Source: an optimization exercise on an open RTL-to-GDS flow (aim: small area, a short achievable clock period and few clock cycles per item). Production flows keep margins and buffers that such runs may drop.
At most, simulation tests tie the RTL to the original design; equivalence was not proved.
No driver is modelled on the clock port, so clocking that relies on it looks cheaper here than on a real chip.
No activity file was given, so power comes from the tool's default toggle rates.

==> flow/design.v <==
`timescale 1ns/1ps
`default_nettype none
package wl_data_pkg;
    typedef logic [8-1:0] weight_t;
    typedef logic [4*8-1:0] weight_vec_t;
    typedef union packed {
        weight_vec_t                  by_ch;     
        weight_t [4-1:0]     by_col;    
    } rom_word_u;
    typedef logic [4*4*4*8-1:0] kernel_t;
endpackage
`default_nettype wire
`timescale 1ns/1ps
`default_nettype none
package wl_ctrl_pkg;
    typedef logic [14-1:0]   rom_addr_t;    
    typedef logic [7-1:0]  group_t;       
    typedef logic [6-1:0] out_ch_t;      
    typedef logic [$clog2(4)-1:0]            row_t;   
    typedef logic [$clog2(4*4)-1:0] pos_t;   
    typedef enum logic [1:0] {
        SEQ_IDLE,
        SEQ_RUN,
        SEQ_DONE
    } seq_state_t;
    typedef enum logic [2:0] {
        L_IDLE,
        L_SKEW,      
        L_BURST,     
        L_GAP,       
        L_DONE
    } lane_state_t;
endpackage
`default_nettype wire
`timescale 1ns/1ps
`default_nettype none
module weight_loader (
    input  logic                     clk,
    input  logic                     reset,
    input  logic                     start,
    input  logic                     stall,          
    input  logic                     single_ch,      
    input  logic [6:0]               ch_groups,
    input  logic [5:0]               out_ch,
    input  logic [13:0]              base_addr,
    input  logic [31:0]              rom_data_0,
    input  logic [31:0]              rom_data_1,
    input  logic [31:0]              rom_data_2,
    input  logic [31:0]              rom_data_3,
    output logic                     rom_rd_en,
    output logic [13:0]              rom_addr,
    output logic [127:0]             col_weights,    
    output logic                     idle,
    output logic                     done
);
    logic        run_q;          
    logic        done_q;         
    logic [2:0]  ph_q;           
    logic [1:0]  row_q;          
    logic [6:0]  grp_q;          
    logic        lead_q;         
    logic        rdn_q;          
    logic        rdv_q;          
    logic [13:0] addr_q;         
    logic [3:0]  vn_q;           
    logic [3:0]  vhn_q;          
    logic        step;
    logic        go;
    logic        pre;
    logic        last;
    logic        ph6;
    logic        row3;
    logic        fin;
    logic        v0_n;
    logic        horner;
    logic        hb;             
    logic        hz;             
    logic [13:0] add_b;
    logic [13:0] sum;
    logic [11:0] mcand;          
    assign step = !stall;
    assign go   = start && !run_q;
    assign pre  = lead_q;
    assign last = (grp_q == ch_groups);
    assign ph6  = (ph_q == 3'd6);
    assign row3 = (row_q == 2'd3);
    assign fin  = ph6 && row3 && last;
    assign v0_n = run_q && (ph6 ? (row3 ? !last : !pre) : (ph_q < 3'd3 && !pre));
    assign horner = pre && !(row3 && (ph_q == 3'd5 || ph_q == 3'd6));
    assign mcand  = c3_q[11:0];
    assign hb     = grp_q[0];
    assign hz     = (grp_q[6:1] == 6'd0);
    always_comb begin
        if (horner) add_b = hb ? {mcand, 2'b00} : 14'd0;
        else        add_b = single_ch ? 14'd4 : 14'd1;
    end
    assign sum = addr_q + add_b;
    always_ff @(posedge clk) begin
        if (reset) begin
            run_q  <= 1'b0;
            done_q <= 1'b0;
            rdn_q  <= 1'b1;
            vn_q   <= '1;
            vhn_q  <= '1;
        end else if (step) begin
            vn_q  <= {vn_q[2:0], !v0_n};
            vhn_q <= {vhn_q[2:0], !(v0_n && !single_ch)};
            if (go) begin
                run_q  <= 1'b1;
                done_q <= 1'b0;
                rdn_q  <= 1'b1;
            end else if (run_q) begin
                if (fin) begin
                    run_q  <= 1'b0;
                    done_q <= 1'b1;
                end
                rdn_q <= !(((ph_q == 3'd4) &&
                           (single_ch ? (row3 && !last) : (!row3 || !last))) ||
                           (horner && hz));
            end
        end
    end
    always_ff @(posedge clk) begin
        if (step) begin
            if (go) begin
                ph_q   <= 3'd5;
                row_q  <= 2'd2;
                grp_q  <= ch_groups;
                lead_q <= 1'b1;
            end else if (run_q && horner && hz) begin
                ph_q   <= 3'd5;                  
                row_q  <= 2'd3;
                grp_q  <= '0;
            end else begin
                ph_q <= ph6 ? 3'd0 : ph_q + 3'd1;
                if (horner) begin
                    grp_q <= grp_q >> 1;
                end else if (ph6 && row3) begin
                    grp_q  <= grp_q + 7'd1;
                    lead_q <= 1'b0;
                end
                if (ph6) row_q <= row_q + 2'd1;
            end
        end
    end
    assign rom_rd_en = !(rdn_q || stall);
    assign rom_addr  = addr_q;
    always_ff @(posedge clk) begin
        rdv_q <= rom_rd_en && !reset;
        if (step && go) begin
            addr_q <= base_addr;
        end else if ((step && run_q && horner) || rom_rd_en) begin
            addr_q <= sum;
        end
    end
    assign idle = !run_q;
    assign done = done_q;
    logic [31:0] rn_q [4];       
    logic [31:0] c3_q;           
    logic        dsel;           
    logic        reg_m;
    logic        sgl_m;
    logic        ph0, ph1, ph2, ph012;
    logic        row0, row1, row2;
    assign dsel  = run_q && !rdv_q;
    assign reg_m = dsel && !single_ch;
    assign sgl_m = dsel && single_ch;
    assign ph0   = (ph_q == 3'd0);
    assign ph1   = (ph_q == 3'd1);
    assign ph2   = (ph_q == 3'd2);
    assign ph012 = (ph_q < 3'd3);
    assign row0  = (row_q == 2'd0);
    assign row1  = (row_q == 2'd1);
    assign row2  = (row_q == 2'd2);
    always_ff @(posedge clk) begin
        if (rdv_q) begin
            c3_q <= rom_data_3;
        end else if (step && go) begin
            c3_q[11:0] <= 12'(out_ch);
        end else if (step && run_q && horner) begin
            c3_q[11:0] <= {c3_q[10:0], 1'b0};
        end
    end
    logic        s_r1, s_r2, s_c3, s_sh;     
    logic        t_r1, t_r2, t_c3;           
    logic        t_f1, t_f2;                 
    logic        s0_sh;                      
    logic        s0_r1, s0_r2;               
    logic        r0_en;
    logic [31:0] r0_n;
    always_comb begin
        s0_r1 = reg_m && ph0;
        s0_r2 = reg_m && ph1;
        s_c3  = (reg_m && ph2) || (sgl_m && ph6 && row2);
        s_r1  = s0_r1 || (sgl_m && ph6 && row0);
        s_r2  = s0_r2 || (sgl_m && ph6 && row1);
        s_sh  = sgl_m && ph012;
        s0_sh = s_sh || (sgl_m && ph6 && (row0 || row1));
        t_r1  = s_r1 || (sgl_m && ph0 && row1);
        t_r2  = s_r2;
        t_c3  = s_c3;
        t_f1  = sgl_m && ph0 && !row1;
        t_f2  = sgl_m && !ph0 && ph012;
        r0_en = rdv_q || (step && (s0_r1 || s0_r2 || s_c3 || s_r1 || s_r2 || s_sh || s0_sh));
        r0_n[7:0]   = ({8{rdv_q}} & ~rom_data_0[7:0])
                    | ({8{s0_r1}} & rn_q[1][7:0])
                    | ({8{s0_r2}} & rn_q[2][7:0])
                    | ({8{s_c3}}  & ~c3_q[7:0])
                    | ({8{s0_sh}} & rn_q[0][15:8]);
        r0_n[23:8]  = ({16{rdv_q}} & ~rom_data_0[23:8])
                    | ({16{s_r1}}  & rn_q[1][23:8])
                    | ({16{s_r2}}  & rn_q[2][23:8])
                    | ({16{s_c3}}  & ~c3_q[23:8])
                    | ({16{s_sh}}  & rn_q[0][31:16]);
        r0_n[31:24] = ({8{rdv_q}} & ~rom_data_0[31:24])
                    | ({8{t_r1}}  & rn_q[1][31:24])
                    | ({8{t_r2}}  & rn_q[2][31:24])
                    | ({8{t_c3}}  & ~c3_q[31:24])
                    | ({8{t_f1}}  & rn_q[1][7:0])
                    | ({8{t_f2}}  & rn_q[2][7:0]);
    end
    always_ff @(posedge clk) begin
        if (r0_en) rn_q[0] <= r0_n;
    end
    logic        c1_lo_en, c1_mid_en, c1_hi_en, c1_park;
    assign c1_lo_en  = rdv_q || (step && !ph6);
    assign c1_mid_en = rdv_q || (step && !ph6 && !single_ch);
    assign c1_park   = sgl_m && ph6 && row0;
    assign c1_hi_en  = c1_mid_en || (step && c1_park);
    always_ff @(posedge clk) begin
        if (c1_lo_en)  rn_q[1][7:0]  <= rdv_q ? ~rom_data_1[7:0] : rn_q[0][7:0];
        if (c1_mid_en) rn_q[1][23:8] <= rdv_q ? ~rom_data_1[23:8] : rn_q[0][23:8];
        if (c1_hi_en)  rn_q[1][31:24] <= ({8{rdv_q}} & ~rom_data_1[31:24])
                                       | ({8{!rdv_q && !c1_park}} & rn_q[0][31:24])
                                       | ({8{!rdv_q && c1_park}} & rn_q[0][23:16]);
    end
    logic        c2_lo_en, c2_hi_en;
    assign c2_lo_en = rdv_q || (step && !ph6 && !ph0);
    assign c2_hi_en = rdv_q || (step && !ph6 && !ph0 && !single_ch);
    always_ff @(posedge clk) begin
        if (c2_lo_en) rn_q[2][7:0]  <= rdv_q ? ~rom_data_2[7:0] : rn_q[1][7:0];
        if (c2_hi_en) rn_q[2][31:8] <= rdv_q ? ~rom_data_2[31:8] : rn_q[1][31:8];
    end
    always_ff @(posedge clk) begin
        if (step) rn_q[3] <= rn_q[2];
    end
    for (genvar i = 0; i < 4; i++) begin : g_col
        assign col_weights[32*i +: 8]      = ~(rn_q[i][7:0]  | {8{vn_q[i]}});
        assign col_weights[32*i + 8 +: 24] = ~(rn_q[i][31:8] | {24{vhn_q[i]}});
    end
endmodule
`default_nettype wire
export LEC_CHECK = 0
export CAP_MARGIN = 20
export CORE_MARGIN = 2
export CORE_UTILIZATION = 40
export PLACE_DENSITY = 0.6
export SETUP_SLACK_MARGIN = 4.5
export SLEW_MARGIN = 20
create_clock -name core_clock -period 8.0 [get_ports {clk}]
standard.sh (not shown) runs the stock make flow with config.mk's settings and CLKGATE_MAP_FILE= SYNTH_SCRIPT=/design/flow/synth_recipe.tcl, a recipe that flattens the netlist after the stock synthesis.
==> flow/flow/run.sh <==
#!/bin/bash
# The standard layout, with the port buffers made of the smallest buffer cell
# instead of the default choice, and after clock tree synthesis the stall
# input buffer wired straight to the rom_rd_en gate (flow/post_cts.tcl).
# Each tool's output goes to ORFS's own logs under orfs/logs/; make's output
# goes to standard.log.
set -euo pipefail
export BUFFER_PORTS_ARGS="-buffer_cell sky130_fd_sc_hd__buf_1"
export POST_CTS_TCL="$PWD/flow/post_cts.tcl"
bash standard.sh > standard.log 2>&1
Other scripts of this flow, unchanged in this note and not shown: flow/flow/post_cts.tcl
Testbench counts at the start, summed over its fixed seeds: cycles 14,372, groups 499.
Edit:
--- a/flow/design.v
+++ b/flow/design.v
@@ -58,7 +58,6 @@
     logic [2:0]  ph_q;           
     logic [1:0]  row_q;          
     logic [6:0]  grp_q;          
-    logic        lead_q;         
     logic        rdn_q;          
     logic        rdv_q;          
     logic [13:0] addr_q;         
@@ -73,14 +72,14 @@
     logic        fin;
     logic        v0_n;
     logic        horner;
-    logic        hb;             
-    logic        hz;             
+    logic        hb_n;
+    logic        hb_q;           
     logic [13:0] add_b;
     logic [13:0] sum;
     logic [11:0] mcand;          
     assign step = !stall;
     assign go   = start && !run_q;
-    assign pre  = lead_q;
+    assign pre  = (grp_q == 7'd0);            
     assign last = (grp_q == ch_groups);
     assign ph6  = (ph_q == 3'd6);
     assign row3 = (row_q == 2'd3);
@@ -88,10 +87,19 @@
     assign v0_n = run_q && (ph6 ? (row3 ? !last : !pre) : (ph_q < 3'd3 && !pre));
     assign horner = pre && !(row3 && (ph_q == 3'd5 || ph_q == 3'd6));
     assign mcand  = c3_q[11:0];
-    assign hb     = grp_q[0];
-    assign hz     = (grp_q[6:1] == 6'd0);
     always_comb begin
-        if (horner) add_b = hb ? {mcand, 2'b00} : 14'd0;
+        case ({row_q[0], ph_q})
+            4'b0_101: hb_n = ch_groups[1];
+            4'b0_110: hb_n = ch_groups[2];
+            4'b1_000: hb_n = ch_groups[3];
+            4'b1_001: hb_n = ch_groups[4];
+            4'b1_010: hb_n = ch_groups[5];
+            default:  hb_n = ch_groups[6];
+        endcase
+        if (go)   hb_n = ch_groups[0];
+    end
+    always_comb begin
+        if (horner) add_b = hb_q ? {mcand, 2'b00} : 14'd0;
         else        add_b = single_ch ? 14'd4 : 14'd1;
     end
     assign sum = addr_q + add_b;
@@ -114,32 +122,24 @@
                     run_q  <= 1'b0;
                     done_q <= 1'b1;
                 end
-                rdn_q <= !(((ph_q == 3'd4) &&
-                           (single_ch ? (row3 && !last) : (!row3 || !last))) ||
-                           (horner && hz));
+                rdn_q <= !((ph_q == 3'd4) &&
+                          (single_ch ? (row3 && !last) : (!row3 || !last)));
             end
         end
     end
     always_ff @(posedge clk) begin
         if (step) begin
+            hb_q <= hb_n;
             if (go) begin
-                ph_q   <= 3'd5;
-                row_q  <= 2'd2;
-                grp_q  <= ch_groups;
-                lead_q <= 1'b1;
-            end else if (run_q && horner && hz) begin
-                ph_q   <= 3'd5;                  
-                row_q  <= 2'd3;
-                grp_q  <= '0;
+                ph_q  <= 3'd5;
+                row_q <= 2'd2;
+                grp_q <= '0;
             end else begin
                 ph_q <= ph6 ? 3'd0 : ph_q + 3'd1;
-                if (horner) begin
-                    grp_q <= grp_q >> 1;
-                end else if (ph6 && row3) begin
-                    grp_q  <= grp_q + 7'd1;
-                    lead_q <= 1'b0;
+                if (ph6) begin
+                    row_q <= row_q + 2'd1;
+                    if (row3) grp_q <= grp_q + 7'd1;
                 end
-                if (ph6) row_q <= row_q + 2'd1;
             end
         end
     end
What happened:
- clock power came out higher by 2.9%
- wire length came out lower by 0.42%
- total power falls by about 4.4%
- utilization fell by 0.72 points
- synthesized area climbs by 0.75%
The RTL of the second run of this note was laid out without a check of its function.

## separate check: timing with driven ports
The results above use ideal ports. As a check the final layouts listed here were re-extracted and re-timed, cells and wires unchanged.
Step 1 sets driving cells, clkbuf_16 on the clock port and buf_2 on the other inputs (assumed; they add their load-dependent delay and slew).
Step 2 moves the port delays by t, midway between the first and last clock arrival at a register: inputs arrive t later, outputs are due t later. That takes back most of the time a late clock gives input paths.
Slacks: no drivers / after step 1 / after step 2; pairs: no drivers / after step 1.
run | t (ns) | setup slack, ns | worst register clock-pin slew, ns | cell pins on the clock port's net
the first run | 0.481 | 4.469 / 4.421 / 4.101 | 0.09 / 0.09 | 1
the second run | 0.477 | 4.498 / 4.446 / 4.131 | 0.09 / 0.09 | 1
After both steps setup and hold are still met in every run listed. The setup slack of the first run, which loses most, moves by -0.048 ns with the drivers and by -0.368 ns with both steps.
